Background: an optimization exercise with open tools, aiming at small area, a short achievable clock period and few clock cycles per item. Do not read the settings as production practice.

==> inputs of 10-27 <==
==> flow/design.v <==
`timescale 1ns/1ps
`default_nettype none
package mem_bus_pkg;
    localparam int unsigned ADDR_W = 32;
    localparam int unsigned BEAT_W = 64;
    localparam int unsigned WORD_W = 32;
    localparam int unsigned WORDS_PER_BEAT = BEAT_W / WORD_W;
endpackage
`default_nettype wire
`timescale 1ns/1ps
`default_nettype none
package stream_pkg;
    localparam int unsigned NODE_NUM = 4;
    localparam int unsigned LANE_FIFO_DEPTH = 8;
    localparam int unsigned MAX_OUTSTANDING = 16;
    localparam int unsigned COUNT_W = 4;
    localparam int unsigned OFFS_W = 17;
    localparam int unsigned CFG_W = 64;
    localparam int unsigned TRANS_W = NODE_NUM + 1;
endpackage
`default_nettype wire
`timescale 1ns/1ps
`default_nettype none
module stream_fifo #(
    parameter int unsigned WIDTH = 32,
    parameter int unsigned DEPTH = 8
) (
    input  logic                       clk_i,
    input  logic                       rst_ni,
    input  logic                       push_i,
    input  logic [WIDTH-1:0]           data_i,
    input  logic                       pop_i,
    output logic [WIDTH-1:0]           data_o,
    output logic                       empty_o,
    output logic                       full_o,
    output logic [$clog2(DEPTH+1)-1:0] count_o
);
    logic [WIDTH-1:0]           mem_q [DEPTH];
    logic [$clog2(DEPTH)-1:0]   wr_ptr_q;
    logic [$clog2(DEPTH)-1:0]   rd_ptr_q;
    logic [$clog2(DEPTH+1)-1:0] count_q;
    logic                       push_ok;
    logic                       pop_ok;
    assign empty_o = (count_q == '0);
    assign full_o  = (32'(count_q) == DEPTH);
    assign count_o = count_q;
    assign data_o  = mem_q[rd_ptr_q];
    assign push_ok = push_i && (!full_o || pop_i);
    assign pop_ok  = pop_i && !empty_o;
    always_ff @(posedge clk_i) begin
        if (push_ok) begin
            mem_q[wr_ptr_q] <= data_i;
        end
    end
    always_ff @(posedge clk_i or negedge rst_ni) begin
        if (!rst_ni) begin
            wr_ptr_q <= '0;
            rd_ptr_q <= '0;
            count_q  <= '0;
        end else begin
            if (push_ok) begin
                wr_ptr_q <= (32'(wr_ptr_q) == DEPTH - 1) ? '0 : wr_ptr_q + 1'b1;
            end
            if (pop_ok) begin
                rd_ptr_q <= (32'(rd_ptr_q) == DEPTH - 1) ? '0 : rd_ptr_q + 1'b1;
            end
            if (push_ok && !pop_ok) begin
                count_q <= count_q + 1'b1;
            end else if (!push_ok && pop_ok) begin
                count_q <= count_q - 1'b1;
            end
        end
    end
endmodule
`default_nettype wire
`timescale 1ns/1ps
`default_nettype none
module node_stream_lane (
    input  logic        clk_i,
    input  logic        rst_ni,
    input  logic [63:0] cfg_i,
    input  logic        active_i,
    input  logic        restart_i,
    input  logic        grant_i,
    input  logic        push_i,
    input  logic [31:0] word_i,
    output logic        req_o,
    output logic [31:0] req_addr_o,
    output logic        end_o,
    output logic [31:0] data_o,
    output logic        valid_o,
    input  logic        ready_i
);
    localparam int unsigned OFFS_W          = stream_pkg::OFFS_W;
    localparam int unsigned COUNT_W         = stream_pkg::COUNT_W;
    localparam int unsigned LANE_FIFO_DEPTH = stream_pkg::LANE_FIFO_DEPTH;
    logic [31:0]        cfg_base;
    logic [15:0]        cfg_size;
    logic [15:0]        cfg_stride;
    logic [OFFS_W-1:0]  offset_q;
    logic [COUNT_W-1:0] pending_q;
    logic [COUNT_W-1:0] fifo_count;
    logic [COUNT_W:0]   fill;
    logic               fifo_empty;
    logic               pop;
    assign cfg_base   = cfg_i[63:32];
    assign cfg_size   = cfg_i[31:16];
    assign cfg_stride = cfg_i[15:0];
    always_ff @(posedge clk_i or negedge rst_ni) begin
        if (!rst_ni) begin
            offset_q <= '0;
        end else if (restart_i) begin
            offset_q <= '0;
        end else if (grant_i) begin
            offset_q <= offset_q + {1'b0, cfg_stride};
        end
    end
    always_ff @(posedge clk_i or negedge rst_ni) begin
        if (!rst_ni) begin
            pending_q <= '0;
        end else if (grant_i && !push_i) begin
            pending_q <= pending_q + 1'b1;
        end else if (!grant_i && push_i) begin
            pending_q <= pending_q - 1'b1;
        end
    end
    assign fill  = {1'b0, fifo_count} + {1'b0, pending_q};
    assign end_o = (offset_q >= {1'b0, cfg_size});
    assign req_o      = active_i && !end_o && (32'(fill) < LANE_FIFO_DEPTH);
    assign req_addr_o = cfg_base + {{(32-OFFS_W){1'b0}}, offset_q};
    assign valid_o = !fifo_empty;
    assign pop     = valid_o && ready_i;
    stream_fifo #(
        .WIDTH (32),
        .DEPTH (LANE_FIFO_DEPTH)
    ) u_data_fifo (
        .clk_i   (clk_i),
        .rst_ni  (rst_ni),
        .push_i  (push_i),
        .data_i  (word_i),
        .pop_i   (pop),
        .data_o  (data_o),
        .empty_o (fifo_empty),
        .full_o  (),
        .count_o (fifo_count)
    );
endmodule
`default_nettype wire
`timescale 1ns/1ps
`default_nettype none
module read_issue_ctrl #(
    parameter int unsigned NODE_NUM = 4
) (
    input  logic                   clk_i,
    input  logic                   rst_ni,
    input  logic                   start_i,
    input  logic [NODE_NUM-1:0]    lane_req_i,
    input  logic [32*NODE_NUM-1:0] lane_addr_i,
    input  logic [NODE_NUM-1:0]    lane_end_i,
    input  logic                   outst_empty_i,
    input  logic                   outst_full_i,
    output logic [NODE_NUM-1:0]    grant_o,
    output logic                   active_o,
    output logic                   restart_o,
    output logic [NODE_NUM:0]      trans_o,
    output logic                   trans_push_o,
    output logic                   done_o,
    output logic [31:0]            ar_addr_o,
    output logic                   ar_valid_o,
    input  logic                   ar_ready_i
);
    logic                  run_q;
    logic                  run_d;
    logic [NODE_NUM-1:0]   rot_prev_q;
    logic [NODE_NUM-1:0]   rot_prev_d;
    logic [2*NODE_NUM-1:0] double_req;
    logic [2*NODE_NUM-1:0] double_grant;
    logic                  ar_free;
    logic                  arb_enable;
    logic                  new_trans;
    logic                  wait_q;
    logic                  wait_d;
    logic [31:0]           sel_addr;
    logic [31:0]           addr_q;
    always_comb begin
        run_d = run_q;
        if (start_i) begin
            run_d = 1'b1;
        end else if (run_q && (&lane_end_i) && outst_empty_i) begin
            run_d = 1'b0;
        end
    end
    assign active_o  = run_q;
    assign restart_o = run_q && !run_d;
    assign done_o    = !run_q;
    assign ar_free    = !wait_q || ar_ready_i;
    assign arb_enable = ar_free && !outst_full_i;
    always_comb begin
        double_req   = {lane_req_i, lane_req_i};
        double_grant = double_req & ~(double_req - {{NODE_NUM{1'b0}}, rot_prev_q});
        if (arb_enable) begin
            grant_o = double_grant[NODE_NUM-1:0] | double_grant[2*NODE_NUM-1:NODE_NUM];
        end else begin
            grant_o = '0;
        end
    end
    assign new_trans = |grant_o;
    assign rot_prev_d = new_trans ? {grant_o[NODE_NUM-2:0], grant_o[NODE_NUM-1]} : rot_prev_q;
    always_comb begin
        sel_addr = '0;
        for (int i = 0; i < NODE_NUM; i++) begin
            if (grant_o[i]) begin
                sel_addr = sel_addr | lane_addr_i[32*i +: 32];
            end
        end
    end
    assign wait_d = ar_free ? new_trans : wait_q;
    assign trans_o      = {grant_o, sel_addr[2]};
    assign trans_push_o = new_trans;
    assign ar_valid_o = wait_q;
    assign ar_addr_o  = {addr_q[31:3], 3'b000};
    always_ff @(posedge clk_i or negedge rst_ni) begin
        if (!rst_ni) begin
            run_q      <= 1'b0;
            wait_q     <= 1'b0;
            rot_prev_q <= {{(NODE_NUM-1){1'b0}}, 1'b1};
        end else begin
            run_q      <= run_d;
            wait_q     <= wait_d;
            rot_prev_q <= rot_prev_d;
        end
    end
    always_ff @(posedge clk_i) begin
        if (new_trans) begin
            addr_q <= sel_addr;
        end
    end
endmodule
`default_nettype wire
`timescale 1ns/1ps
`default_nettype none
module read_return_steer #(
    parameter int unsigned NODE_NUM        = 4,
    parameter int unsigned MAX_OUTSTANDING = 10
) (
    input  logic                clk_i,
    input  logic                rst_ni,
    input  logic [NODE_NUM:0]   trans_i,
    input  logic                trans_push_i,
    input  logic [63:0]         r_data_i,
    input  logic                r_valid_i,
    output logic                r_ready_o,
    output logic [31:0]         word_o,
    output logic [NODE_NUM-1:0] lane_push_o,
    output logic                outst_empty_o,
    output logic                outst_full_o
);
    logic [NODE_NUM:0] head;
    assign r_ready_o = 1'b1;
    assign word_o = head[0] ? r_data_i[63:32] : r_data_i[31:0];
    assign lane_push_o = r_valid_i ? head[NODE_NUM:1] : '0;
    stream_fifo #(
        .WIDTH (NODE_NUM + 1),
        .DEPTH (MAX_OUTSTANDING)
    ) u_tracker (
        .clk_i   (clk_i),
        .rst_ni  (rst_ni),
        .push_i  (trans_push_i),
        .data_i  (trans_i),
        .pop_i   (r_valid_i),
        .data_o  (head),
        .empty_o (outst_empty_o),
        .full_o  (outst_full_o),
        .count_o ()
    );
endmodule
`default_nettype wire
`timescale 1ns/1ps
`default_nettype none
module stream_reader_top (
    input  logic          clk_i,
    input  logic          rst_ni,
    input  logic          start_i,
    input  logic [255:0]  lane_cfg_i,
    output logic          done_o,
    output logic [31:0]   ar_addr_o,
    output logic          ar_valid_o,
    input  logic          ar_ready_i,
    input  logic [63:0]   r_data_i,
    input  logic          r_valid_i,
    output logic          r_ready_o,
    output logic [127:0]  data_o,
    output logic [3:0]    valid_o,
    input  logic [3:0]    ready_i
);
    localparam int unsigned NL    = stream_pkg::NODE_NUM;
    localparam int unsigned TRK_D = stream_pkg::MAX_OUTSTANDING;
    localparam int unsigned PTR_W = $clog2(TRK_D);
    logic        run_q;
    logic        issued_q;    
    logic [1:0]  cur_q;       
    logic [16:0] off_q;       
    logic        ar_valid_q;
    logic [31:3] ar_addr_q;
    logic        trk_full;
    logic        trk_empty;
    logic [31:0] cur_base;
    logic [16:0] cur_size;
    logic [15:0] cur_stride;
    logic [31:0] cur_addr;
    logic        lane_end;
    logic        s4;
    logic        hi_owed;
    logic        two;
    logic        ar_free;
    logic        reading;
    logic        issue;
    logic        drained;
    always_comb begin
        cur_base   = lane_cfg_i[64*cur_q+32 +: 32];
        cur_size   = {1'b0, lane_cfg_i[64*cur_q+16 +: 16]};
        cur_stride = lane_cfg_i[64*cur_q +: 16];
    end
    assign cur_addr = cur_base + {15'b0, off_q};
    assign lane_end = (off_q >= cur_size);
    assign s4       = (cur_stride == 16'd4);
    assign hi_owed  = ((off_q + 17'd4) < cur_size);
    assign two      = s4 && !cur_addr[2] && hi_owed;
    logic [16:0] off_p8;
    logic [16:0] off_ps;
    logic [16:0] off_next;
    assign off_p8   = off_q + 17'd8;
    assign off_ps   = off_q + {1'b0, cur_stride};
    assign off_next = (s4 && !cur_addr[2]) ? off_p8 : off_ps;
    assign reading = start_i || (run_q && !issued_q);
    assign ar_free = !ar_valid_q || ar_ready_i;
    assign issue   = reading && !lane_end && !trk_full && ar_free;
    assign drained = issued_q && trk_empty && !ar_valid_q;
    always_ff @(posedge clk_i or negedge rst_ni) begin
        if (!rst_ni) begin
            run_q      <= 1'b0;
            issued_q   <= 1'b0;
            cur_q      <= '0;
            off_q      <= '0;
            ar_valid_q <= 1'b0;
        end else begin
            if (start_i) begin
                run_q <= 1'b1;
            end else if (drained) begin
                run_q <= 1'b0;
            end
            if (reading && lane_end) begin
                cur_q    <= cur_q + 1'b1;
                off_q    <= '0;
                issued_q <= (cur_q == 2'(NL - 1));
            end else begin
                if (issue) begin
                    off_q <= off_next;
                end
                if (start_i) begin
                    issued_q <= 1'b0;
                end
            end
            if (ar_free) begin
                ar_valid_q <= issue;
            end
        end
    end
    always_ff @(posedge clk_i) begin
        if (ar_free) begin
            ar_addr_q <= cur_addr[31:3];
        end
    end
    assign done_o     = !run_q || drained;
    assign ar_valid_o = ar_valid_q;
    assign ar_addr_o  = {ar_addr_q, 3'b000};
    logic [3:0]       ring_q [TRK_D];
    logic [PTR_W-1:0] wr_q;
    logic [PTR_W-1:0] rd_q;
    logic [PTR_W:0]   cnt_q;
    logic [3:0]       head_q;
    logic             lo_done_q;
    logic [3:0]       entry;
    logic [1:0]       hl;
    logic             half;
    logic             last;
    logic             take;
    logic             pop;
    logic             to_head;
    assign entry     = {cur_q, cur_addr[2], two};
    assign trk_full  = (32'(cnt_q) == TRK_D);
    assign trk_empty = (cnt_q == '0);
    assign hl        = head_q[3:2];
    assign half = head_q[1] || lo_done_q;
    assign last = !head_q[0] || lo_done_q;
    logic [NL-1:0] head_sel;
    logic [NL-1:0] pop_sel;
    for (genvar l = 0; l < NL; l++) begin : g_sel
        assign head_sel[l] = !trk_empty && (hl == 2'(l));
        assign pop_sel[l]  = head_sel[l] && last;
    end
    assign take = r_valid_i && |(ready_i & head_sel);
    assign pop  = r_valid_i && |(ready_i & pop_sel);
    assign to_head = (cnt_q == '0) || ((cnt_q == 1) && pop);
    always_ff @(posedge clk_i) begin
        if (ar_free) begin
            ring_q[wr_q] <= entry;
        end
    end
    always_ff @(posedge clk_i or negedge rst_ni) begin
        if (!rst_ni) begin
            wr_q      <= '0;
            rd_q      <= '0;
            cnt_q     <= '0;
            head_q    <= '0;
            lo_done_q <= 1'b0;
        end else begin
            if (issue && !to_head) begin
                wr_q <= wr_q + 1'b1;
            end
            if (issue && to_head) begin
                head_q <= entry;
            end else if (pop && cnt_q > 1) begin
                head_q <= ring_q[rd_q];
                rd_q   <= rd_q + 1'b1;
            end
            if (issue && !pop) begin
                cnt_q <= cnt_q + 1'b1;
            end else if (!issue && pop) begin
                cnt_q <= cnt_q - 1'b1;
            end
            if (take) begin
                lo_done_q <= !last;
            end
        end
    end
    assign r_ready_o = pop;
    for (genvar l = 0; l < NL; l++) begin : g_lane
        assign valid_o[l]         = r_valid_i && head_sel[l];
        assign data_o[32*l +: 32] = half ? r_data_i[63:32] : r_data_i[31:0];
    end
endmodule
`default_nettype wire
==> flow/flow/run.sh <==
#!/bin/bash
# Standard layout, with the smallest plain buffer on every port
set -o pipefail
export BUFFER_PORTS_ARGS="-buffer_cell sky130_fd_sc_hd__buf_1"
bash standard.sh > standard.log 2>&1
==> flow/standard.sh <==
#!/bin/bash
# synth_recipe.tcl (not shown) runs the flow's synth.tcl, then flattens the netlist and writes it again
# the make line also repeats each setting of config.mk as NAME=value (left out here)
make -C /OpenROAD-flow-scripts/flow DESIGN_CONFIG=/design/flow/config.mk WORK_HOME=/design/flow/orfs CLKGATE_MAP_FILE= SYNTH_SCRIPT=/design/flow/synth_recipe.tcl "${@:-finish}"
==> flow/config.mk <==
export PLATFORM = sky130hd
export DESIGN_NAME = stream_reader_top
export DESIGN_NICKNAME = stream_reader_top
export VERILOG_FILES = /design/flow/design.v
export SDC_FILE = /design/flow/constraint.sdc
export NUM_CORES = 4
export LEC_CHECK = 0
export CAP_MARGIN = 20
export CORE_MARGIN = 2
export CORE_UTILIZATION = 40
export SETUP_SLACK_MARGIN = 2.5
export SLEW_MARGIN = 20
==> flow/constraint.sdc <==
create_clock -name core_clock -period 5.5 [get_ports {clk_i}]
set_input_delay 1.1000 -clock core_clock [delete_from_list [all_inputs] [get_ports {clk_i}]]
set_output_delay 1.1000 -clock core_clock [all_outputs]
set_load 0.01 [all_outputs]
==> inputs of 10-20, as changes to 10-27 <==
--- a/flow/design.v
+++ b/flow/design.v
@@ -313,4 +313,5 @@
     logic        hi_owed;
     logic        two;
+    logic [16:0] step;
     logic        ar_free;
     logic        reading;
@@ -327,10 +328,5 @@
     assign hi_owed  = ((off_q + 17'd4) < cur_size);
     assign two      = s4 && !cur_addr[2] && hi_owed;
-    logic [16:0] off_p8;
-    logic [16:0] off_ps;
-    logic [16:0] off_next;
-    assign off_p8   = off_q + 17'd8;
-    assign off_ps   = off_q + {1'b0, cur_stride};
-    assign off_next = (s4 && !cur_addr[2]) ? off_p8 : off_ps;
+    assign step     = (s4 && !cur_addr[2]) ? 17'd8 : {1'b0, cur_stride};
     assign reading = start_i || (run_q && !issued_q);
     assign ar_free = !ar_valid_q || ar_ready_i;
@@ -356,5 +352,5 @@
             end else begin
                 if (issue) begin
-                    off_q <= off_next;
+                    off_q <= off_q + step;
                 end
                 if (start_i) begin
@@ -394,12 +390,6 @@
     assign half = head_q[1] || lo_done_q;
     assign last = !head_q[0] || lo_done_q;
-    logic [NL-1:0] head_sel;
-    logic [NL-1:0] pop_sel;
-    for (genvar l = 0; l < NL; l++) begin : g_sel
-        assign head_sel[l] = !trk_empty && (hl == 2'(l));
-        assign pop_sel[l]  = head_sel[l] && last;
-    end
-    assign take = r_valid_i && |(ready_i & head_sel);
-    assign pop  = r_valid_i && |(ready_i & pop_sel);
+    assign take = r_valid_i && !trk_empty && ready_i[hl];
+    assign pop  = take && last;
     assign to_head = (cnt_q == '0) || ((cnt_q == 1) && pop);
     always_ff @(posedge clk_i) begin
@@ -437,5 +427,5 @@
     assign r_ready_o = pop;
     for (genvar l = 0; l < NL; l++) begin : g_lane
-        assign valid_o[l]         = r_valid_i && head_sel[l];
+        assign valid_o[l]         = r_valid_i && !trk_empty && (hl == 2'(l));
         assign data_o[32*l +: 32] = half ? r_data_i[63:32] : r_data_i[31:0];
     end
ABC_CLOCK_PERIOD_IN_PS = 2800   (was not set)
SETUP_SLACK_MARGIN = not set   (was 2.5)
==> inputs of 07-17, as changes to 10-27 <==
==> flow/design.v, changed modules only <==
module stream_reader_top (
    input  logic          clk_i,
    input  logic          rst_ni,
    input  logic          start_i,
    input  logic [255:0]  lane_cfg_i,
    output logic          done_o,
    output logic [31:0]   ar_addr_o,
    output logic          ar_valid_o,
    input  logic          ar_ready_i,
    input  logic [63:0]   r_data_i,
    input  logic          r_valid_i,
    output logic          r_ready_o,
    output logic [127:0]  data_o,
    output logic [3:0]    valid_o,
    input  logic [3:0]    ready_i
);
    localparam int unsigned NL    = stream_pkg::NODE_NUM;
    localparam int unsigned TRK_D = stream_pkg::MAX_OUTSTANDING;
    localparam int unsigned PTR_W = $clog2(TRK_D);
    logic        run_q;
    logic        issued_q;    
    logic [1:0]  cur_q;       
    logic [31:2] addr_q;      
    logic [15:0] rem_q;       
    logic [15:2] stride_q;
    logic        trk_full;
    logic        trk_empty;
    logic [1:0]  nxt;
    logic [31:2] nxt_base;
    logic [15:0] nxt_size;
    logic [15:2] nxt_stride;
    logic        reading;
    logic        lane_end;
    logic        lane_load;
    logic        pair;
    logic        two;
    logic [15:0] step;
    logic [16:0] rem_diff;
    logic        ar_take;
    logic        drained;
    assign nxt = cur_q + 1'b1;
    always_comb begin
        nxt_base   = lane_cfg_i[64*nxt+34 +: 30];
        nxt_size   = lane_cfg_i[64*nxt+16 +: 16];
        nxt_stride = lane_cfg_i[64*nxt+2 +: 14];
    end
    assign reading   = run_q && !issued_q;
    assign lane_end  = (rem_q == '0);
    assign lane_load = start_i || (reading && lane_end && cur_q != 2'(NL - 1));
    assign pair     = (stride_q == 14'd1) && !addr_q[2];
    assign two      = pair && (rem_q > 16'd4);
    assign step     = pair ? 16'd8 : {stride_q, 2'b00};
    assign rem_diff = {1'b0, rem_q} - {1'b0, step};
    assign ar_valid_o = reading && !lane_end && !trk_full;
    assign ar_addr_o  = {addr_q[31:3], 3'b000};
    assign ar_take    = ar_valid_o && ar_ready_i;
    assign drained    = issued_q && trk_empty;
    assign done_o     = !run_q || drained;
    always_ff @(posedge clk_i or negedge rst_ni) begin
        if (!rst_ni) begin
            run_q    <= 1'b0;
            issued_q <= 1'b0;
            cur_q    <= 2'(NL - 1);
        end else begin
            if (start_i) begin
                run_q <= 1'b1;
            end else if (drained) begin
                run_q <= 1'b0;
            end
            if (lane_load) begin
                cur_q    <= nxt;
                issued_q <= 1'b0;
            end else if (reading && lane_end) begin
                issued_q <= 1'b1;
            end
        end
    end
    always_ff @(posedge clk_i) begin
        if (lane_load) begin
            addr_q   <= nxt_base;
            rem_q    <= nxt_size;
            stride_q <= nxt_stride;
        end else if (ar_take) begin
            addr_q <= addr_q + {16'b0, step[15:2]};
            rem_q  <= rem_diff[16] ? '0 : rem_diff[15:0];
        end
    end
    logic [3:0]       ring_q [TRK_D];
    logic [PTR_W-1:0] wr_q;
    logic [PTR_W-1:0] rd_q;
    logic [PTR_W:0]   cnt_q;
    logic [3:0]       head_q;
    logic             lo_done_q;
    logic [3:0]       entry;
    logic [1:0]       hl;
    logic             half;
    logic             last;
    logic [NL-1:0]    head_sel;
    logic [NL-1:0]    pop_sel;
    logic             take;
    logic             pop;
    logic             to_head;
    assign entry     = {cur_q, addr_q[2], two};
    assign trk_full  = (32'(cnt_q) == TRK_D);
    assign trk_empty = (cnt_q == '0);
    assign hl        = head_q[3:2];
    assign half = head_q[1] || lo_done_q;
    assign last = !head_q[0] || lo_done_q;
    for (genvar l = 0; l < NL; l++) begin : g_sel
        assign head_sel[l] = !trk_empty && (hl == 2'(l));
        assign pop_sel[l]  = head_sel[l] && last;
    end
    assign take = r_valid_i && |(ready_i & head_sel);
    assign pop  = r_valid_i && |(ready_i & pop_sel);
    assign to_head = (cnt_q == '0) || ((cnt_q == 1) && pop);
    always_ff @(posedge clk_i) begin
        ring_q[wr_q] <= entry;
        if (ar_take && to_head) begin
            head_q <= entry;
        end else if (pop && cnt_q > 1) begin
            head_q <= ring_q[rd_q];
        end
    end
    always_ff @(posedge clk_i or negedge rst_ni) begin
        if (!rst_ni) begin
            wr_q      <= '0;
            rd_q      <= '0;
            cnt_q     <= '0;
            lo_done_q <= 1'b0;
        end else begin
            if (ar_take && !to_head) begin
                wr_q <= wr_q + 1'b1;
            end
            if (pop && cnt_q > 1) begin
                rd_q <= rd_q + 1'b1;
            end
            if (ar_take && !pop) begin
                cnt_q <= cnt_q + 1'b1;
            end else if (!ar_take && pop) begin
                cnt_q <= cnt_q - 1'b1;
            end
            if (take) begin
                lo_done_q <= !last;
            end
        end
    end
    assign r_ready_o = pop;
    for (genvar l = 0; l < NL; l++) begin : g_lane
        assign valid_o[l]         = r_valid_i && head_sel[l];
        assign data_o[32*l +: 32] = half ? r_data_i[63:32] : r_data_i[31:0];
    end
endmodule
==> inputs of 08-19, as changes to 10-27 <==
==> flow/design.v, changed modules only <==
module stream_reader_top (
    input  logic          clk_i,
    input  logic          rst_ni,
    input  logic          start_i,
    input  logic [255:0]  lane_cfg_i,
    output logic          done_o,
    output logic [31:0]   ar_addr_o,
    output logic          ar_valid_o,
    input  logic          ar_ready_i,
    input  logic [63:0]   r_data_i,
    input  logic          r_valid_i,
    output logic          r_ready_o,
    output logic [127:0]  data_o,
    output logic [3:0]    valid_o,
    input  logic [3:0]    ready_i
);
    localparam int unsigned NL    = stream_pkg::NODE_NUM;
    localparam int unsigned TRK_D = stream_pkg::MAX_OUTSTANDING;
    localparam int unsigned PTR_W = $clog2(TRK_D);
    logic        run_q;
    logic        issued_q;    
    logic [1:0]  cur_q;       
    logic [16:0] off_q;       
    logic        ar_valid_q;
    logic [31:3] ar_addr_q;
    logic        trk_full;
    logic        trk_empty;
    logic [31:0] cur_base;
    logic [16:0] cur_size;
    logic [15:0] cur_stride;
    logic [31:0] cur_addr;
    logic        lane_end;
    logic        s4;
    logic        hi_owed;
    logic        two;
    logic [16:0] step;
    logic        ar_free;
    logic        issue;
    logic        finish;
    always_comb begin
        cur_base   = lane_cfg_i[64*cur_q+32 +: 32];
        cur_size   = {1'b0, lane_cfg_i[64*cur_q+16 +: 16]};
        cur_stride = lane_cfg_i[64*cur_q +: 16];
    end
    assign cur_addr = cur_base + {15'b0, off_q};
    assign lane_end = (off_q >= cur_size);
    assign s4       = (cur_stride == 16'd4);
    assign hi_owed  = ((off_q + 17'd4) < cur_size);
    assign two      = s4 && !cur_addr[2] && hi_owed;
    assign step     = (s4 && !cur_addr[2]) ? 17'd8 : {1'b0, cur_stride};
    assign ar_free = !ar_valid_q || ar_ready_i;
    assign issue   = run_q && !issued_q && !lane_end && !trk_full && ar_free;
    assign finish  = run_q && issued_q && trk_empty && !ar_valid_q;
    always_ff @(posedge clk_i or negedge rst_ni) begin
        if (!rst_ni) begin
            run_q      <= 1'b0;
            issued_q   <= 1'b0;
            cur_q      <= '0;
            off_q      <= '0;
            ar_valid_q <= 1'b0;
        end else begin
            if (start_i) begin
                run_q <= 1'b1;
            end else if (finish) begin
                run_q <= 1'b0;
            end
            if (finish) begin
                issued_q <= 1'b0;
            end else if (run_q && lane_end && cur_q == 2'(NL - 1)) begin
                issued_q <= 1'b1;
            end
            if (run_q && !issued_q && lane_end) begin
                cur_q <= cur_q + 1'b1;
                off_q <= '0;
            end else if (issue) begin
                off_q <= off_q + step;
            end
            if (ar_free) begin
                ar_valid_q <= issue;
            end
        end
    end
    always_ff @(posedge clk_i) begin
        if (issue) begin
            ar_addr_q <= cur_addr[31:3];
        end
    end
    assign done_o     = !run_q;
    assign ar_valid_o = ar_valid_q;
    assign ar_addr_o  = {ar_addr_q, 3'b000};
    logic [3:0]       trk_q [TRK_D];
    logic [PTR_W-1:0] wr_q;
    logic [PTR_W-1:0] rd_q;
    logic [PTR_W:0]   cnt_q;
    logic             lo_done_q;
    logic [3:0]       head;
    logic [1:0]       hl;
    logic             half;
    logic             last;
    logic             take;
    logic             pop;
    assign trk_full  = (32'(cnt_q) == TRK_D);
    assign trk_empty = (cnt_q == '0);
    assign head      = trk_q[rd_q];
    assign hl        = head[3:2];
    assign half = head[1] || lo_done_q;
    assign last = !head[0] || lo_done_q;
    assign take = r_valid_i && !trk_empty && ready_i[hl];
    assign pop  = take && last;
    always_ff @(posedge clk_i) begin
        if (issue) begin
            trk_q[wr_q] <= {cur_q, cur_addr[2], two};
        end
    end
    always_ff @(posedge clk_i or negedge rst_ni) begin
        if (!rst_ni) begin
            wr_q      <= '0;
            rd_q      <= '0;
            cnt_q     <= '0;
            lo_done_q <= 1'b0;
        end else begin
            if (issue) begin
                wr_q <= wr_q + 1'b1;
            end
            if (pop) begin
                rd_q <= rd_q + 1'b1;
            end
            if (issue && !pop) begin
                cnt_q <= cnt_q + 1'b1;
            end else if (!issue && pop) begin
                cnt_q <= cnt_q - 1'b1;
            end
            if (take) begin
                lo_done_q <= !last;
            end
        end
    end
    assign r_ready_o = pop;
    for (genvar l = 0; l < NL; l++) begin : g_lane
        assign valid_o[l]         = r_valid_i && !trk_empty && (hl == 2'(l));
        assign data_o[32*l +: 32] = half ? r_data_i[63:32] : r_data_i[31:0];
    end
endmodule
==> flow/run.sh (new file) <==
#!/bin/bash
# synth_recipe.tcl (not shown) runs the flow's synth.tcl, then flattens the netlist and writes it again
# the make line also repeats each setting of config.mk as NAME=value (left out here)
make -C /OpenROAD-flow-scripts/flow DESIGN_CONFIG=/design/flow/config.mk WORK_HOME=/design/flow/orfs CLKGATE_MAP_FILE= SYNTH_SCRIPT=/design/flow/synth_recipe.tcl finish
SETUP_SLACK_MARGIN = not set   (was 2.5)
removed: flow/flow/run.sh
removed: flow/standard.sh
==> results.toml <==
[pwr]
seq-power_w = 0.00206

[cells_and_area]
final_util_pct = 48.38
clkCellAreaFrac_pct = 4.421
final_cell_mix = "buf_1 (491), edfxtp_1 (93), mux4_2 (76)"

[outcome]
status = "finished clean"

[sta]
min_period_ns = 4.591
fin_crit_sh_pct = 83.47

[yosys]
seq_area_frac_synth_pct = 36.17

[die]
fp-row-count = 59

[routing]
wl_mm = 33.43
Source of the figures above: 10-20

==> results.toml <==
[sta]
rsz0062_at_grt = "false"
fin_crit_sh_pct = 91.67

[outcome]
status = "finished clean"

[routing]
drtPass1Iterations = 7
wl_mm = 36.74
vias = 8553

[cells_and_area]
final_util_pct = 61.42
clkCellAreaFrac_pct = 3.595
final_cell_mix = "clkdlybuf4s50_1 (491), edfxtp_1 (93), mux4_2 (77)"

[pwr]
seq-power_w = 0.00200
Source of the figures above: 08-19

==> results.toml <==
[cells_and_area]
final_util_pct = 55.06
final_common_cell = "buf_1"
regArea_sq_um = 3815
clkCellAreaFrac_pct = 3.867
final_cell_mix = "buf_1 (487), edfxtp_1 (93), mux4_2 (85)"

[clock_network]
cts.sinks = 133

[sta]
min_period_ns = 4.018
fin_crit_sh_pct = 73.05
slew_headroom_pct = 28.55

[routing]
wl_mm = 37.36

[die]
ioPinCount = 496
dieWidth_microns = 166.2
fp-row-count = 59

[yosys]
seq_area_frac_synth_pct = 36.05

[grt]
antenna_found_initial = 1

[critical_path]
cp.arrival_ns = 4.33

[outcome]
status = "finished clean"

[pwr]
seq-power_w = 0.00204
Source of the figures above: 10-27

==> results.toml <==
[outcome]
status = "finished clean"

[sta]
fin_crit_sh_pct = 55.74
min_period_ns = 3.066

[routing]
wl_mm = 35.64

[pwr]
seq-power_w = 0.00227
p_comb_w = 0.00540

[critical_path]
reg2reg_depth = 11
cp_cell_sequence = "nor4_2 > nand4_1 > nand2b_1 > inv_2 > fa_2 > a21o_1 > a221oi_4 > and3_4 > or2_4 > a21o_4 > a21o_1"

[grt]
antenna_found_initial = 0

[yosys]
seq_area_frac_synth_pct = 39.85
netlist.area_leader.share_pct = 35.65

[cells_and_area]
clkCellAreaFrac_pct = 4.640
final_cell_mix = "buf_1 (459), edfxtp_1 (128), mux4_2 (77)"

[die]
fp-row-count = 60
Source of the figures above: 07-17

Function was not checked in any run of this note: the RTL went through the layout flow alone.

[separate check: timing with driven ports]
The results above use ideal ports. As a check the final layouts listed here were re-extracted and re-timed, cells and wires unchanged.
Step 1 sets driving cells, clkbuf_16 on the clock port and buf_2 on the other inputs (assumed; they add their load-dependent delay and slew).
Step 2 moves the port delays by t, midway between the first and last clock arrival at a register: inputs arrive t later, outputs are due t later. That takes back most of the time a late clock gives input paths.
a / b / c = ideal ports / drivers / drivers and shift; a / b = the first two.
run | t, ns | setup WS [ns] | worst setup path after step 2 | worst register clock-pin slew, ns | cell pins on the clock port's net
10-27 | 0.465 | 1.482 / 1.490 / 1.025 | input to register | 0.07 / 0.07 | 1
10-20 | 0.468 | 0.909 / 0.909 / 0.609 | input to register | 0.06 / 0.06 | 1
07-17 | 0.468 | 2.434 / 2.419 / 2.419 | input to output | 0.07 / 0.07 | 1
08-19 | 0.463 | 0.458 / 0.435 / 0.016 | input to register | 0.07 / 0.07 | 1
After both steps every run listed still meets setup and hold. For 10-27, which loses most, drivers alone change the setup slack by +0.008 ns; drivers and shift together by -0.457 ns.
